What follows belongs to an exercise in optimizing a design on an open flow for small area, a short achievable clock period and few clock cycles per item; a production flow would make more cautious choices.
Function was checked by simulation only, so behaviour that the tests miss may differ from the original.

== JK ==
// bch
module bch (
	input  logic        i_clk,
	input  logic        i_arst_n,
	input  logic        i_set,
	input  logic [63:0] i_data,
	output logic        o_ready,
	output logic        o_finish,
	output logic [9:0]  o_data
);
	function automatic [9:0] qsolve(input [9:0] x);
		qsolve[0] = 1'b0;
		qsolve[1] = x[2] ^ x[4] ^ x[7];
		qsolve[2] = x[3] ^ x[4] ^ x[6] ^ x[7];
		qsolve[3] = x[1] ^ x[2] ^ x[4] ^ x[6] ^ x[9];
		qsolve[4] = x[3] ^ x[6] ^ x[7] ^ x[8] ^ x[9];
		qsolve[5] = x[0] ^ x[3] ^ x[6] ^ x[7] ^ x[9];
		qsolve[6] = x[7] ^ x[9];
		qsolve[7] = x[8] ^ x[9];
		qsolve[8] = x[6] ^ x[7] ^ x[9];
		qsolve[9] = x[8];
	endfunction
	function automatic [4:0] t_inv32(input [4:0] x);
		t_inv32[0] = 32'hbd89b432 >> x;
		t_inv32[1] = 32'hba357164 >> x;
		t_inv32[2] = 32'h4c98f3e8 >> x;
		t_inv32[3] = 32'h8a7ba4d8 >> x;
		t_inv32[4] = 32'hed3a0d2c >> x;
	endfunction
	function automatic [4:0] t_l31(input [4:0] x);
  ...
Size in the first run: roughly 79 I/O pins.
clock: 6.5 ns
lec_check: 0
abc_area: 1
cap_margin: 20
core_margin: 2
core_utilization: 40
setup_slack_margin: 3.7
slew_margin: 20
standard.sh (not shown) runs the stock make flow with config.mk's settings and CLKGATE_MAP_FILE= SYNTH_SCRIPT=/design/flow/synth_recipe.tcl, a recipe that flattens the netlist after the stock synthesis.
==> flow/flow/run.sh <==
#!/bin/bash
# Standard layout, but the port buffers are sky130_fd_sc_hd__buf_2 instead of the delay
# buffer buffer_ports picks by default. Everything else is the standard flow's own flow (standard.sh).
set -euo pipefail
bash standard.sh "BUFFER_PORTS_ARGS=-buffer_cell sky130_fd_sc_hd__buf_2" finish > standard.log 2>&1
JK reached the end of the flow, and the finished layout is clean on the timing, DRC and antenna checks.
Testbench counts of JK, summed over its fixed seeds: cycles 3,193, items 192.
Inputs modified between JK and MS:
- CTS_CLUSTER_SIZE now 30, previously not set
- CTS_BUF_LIST now sky130_fd_sc_hd__clkbuf_4 sky130_fd_sc_hd__clkbuf_8, previously not set
- CORE_UTILIZATION now 50, was 40
- SETUP_SLACK_MARGIN now 3.8, was 3.7
[summary]
Of MS and JK, MS shows the higher required time at the worst-slack endpoint, with JK below it.
Number of standard-cell rows in the floorplan: MS < JK
JK → MS: setup slack moved up, sum of routed wire segments on met1 picked up an extra 200 um.
Final instance count without filler cells ends up higher on JK.
[MS] cell area after layout rose about 2% relative to JK
Measured against JK, the die height of MS comes out at 0.897 times the reference value.
Compare MS and JK | final period utilization lower: MS
Input changes introduced in AL (baseline for comparison: MS):
- a change of CORE_UTILIZATION from 50 to 40
[summary]
AL vs. MS: final worst-path setup slack went up by 0.018 ns.
AL vs MS — utilization dropped 13 points.
Biggest fanout along the worst timing path | AL above MS
Diff MS..AL | cell area after synthesis | unchanged
From MS to AL the numbers moved as follows: number of gates given a new drive strength after cts increased 11%; later-pin clock latency in the skew report went down; amount of wire on met2 after detailed routing level.
Setup changes, AL to TR
- SETUP_SLACK_MARGIN: 3.8 -> 3.95
- CTS_BUF_LIST: sky130_fd_sc_hd__clkbuf_4 sky130_fd_sc_hd__clkbuf_8 -> unset
- CTS_CLUSTER_SIZE: 30 -> unset
[summary]
Worst hold margin across TR and AL: no real change. The worst setup slack reported for TR is smaller than that of AL by 0.020 ns. TR vs. AL: data arrival at the endpoint of the critical path has remained practically unchanged; post-layout instance area increased 13%. Lower worst-skew pair later-pin latency goes to TR over AL. TR ends up with higher met2 global-route usage than AL does. TR: done, clean on timing, DRC and antenna. Per the comparison of TR with AL, area taken by multi-input logic gates climbed about 11%, detailed router's first-iteration violation count increased by 143 relative to the old numbers.

[separate check: timing with driven ports]
How much do the figures lean on ideal ports? The routed layouts below were timed once more, with nothing changed but the port constraints. Step 1 (the two cells are an assumption about what drives the block):
set clk [get_ports {i_clk}]
set_driving_cell -lib_cell sky130_fd_sc_hd__clkbuf_16 $clk
set_driving_cell -lib_cell sky130_fd_sc_hd__buf_2 [delete_from_list [all_inputs] $clk]
Step 2 times the ports against the registers' clock, not the clock port: input delays grow and output delays shrink by t, the midpoint of the rising clock arrivals with the driver on. a / b / c = no drivers / after step 1 / after step 2; a / b = the first two.
run | shift t [ns] | slack for setup (ns) | hold slack, ns
JK | 0.453 | 3.733 / 3.749 / 3.296 | 0.348 / 0.348 / 0.348
MS | 0.492 | 3.805 / 3.809 / 3.338 | 0.357 / 0.357 / 0.357
AL | 0.475 | 3.823 / 3.838 / 3.364 | 0.354 / 0.354 / 0.354
TR | 0.458 | 3.803 / 3.803 / 3.399 | 0.355 / 0.355 / 0.355
After both steps every run listed still meets setup and hold. For MS, which loses most, drivers alone change the setup slack by +0.004 ns; drivers and shift together by -0.467 ns.
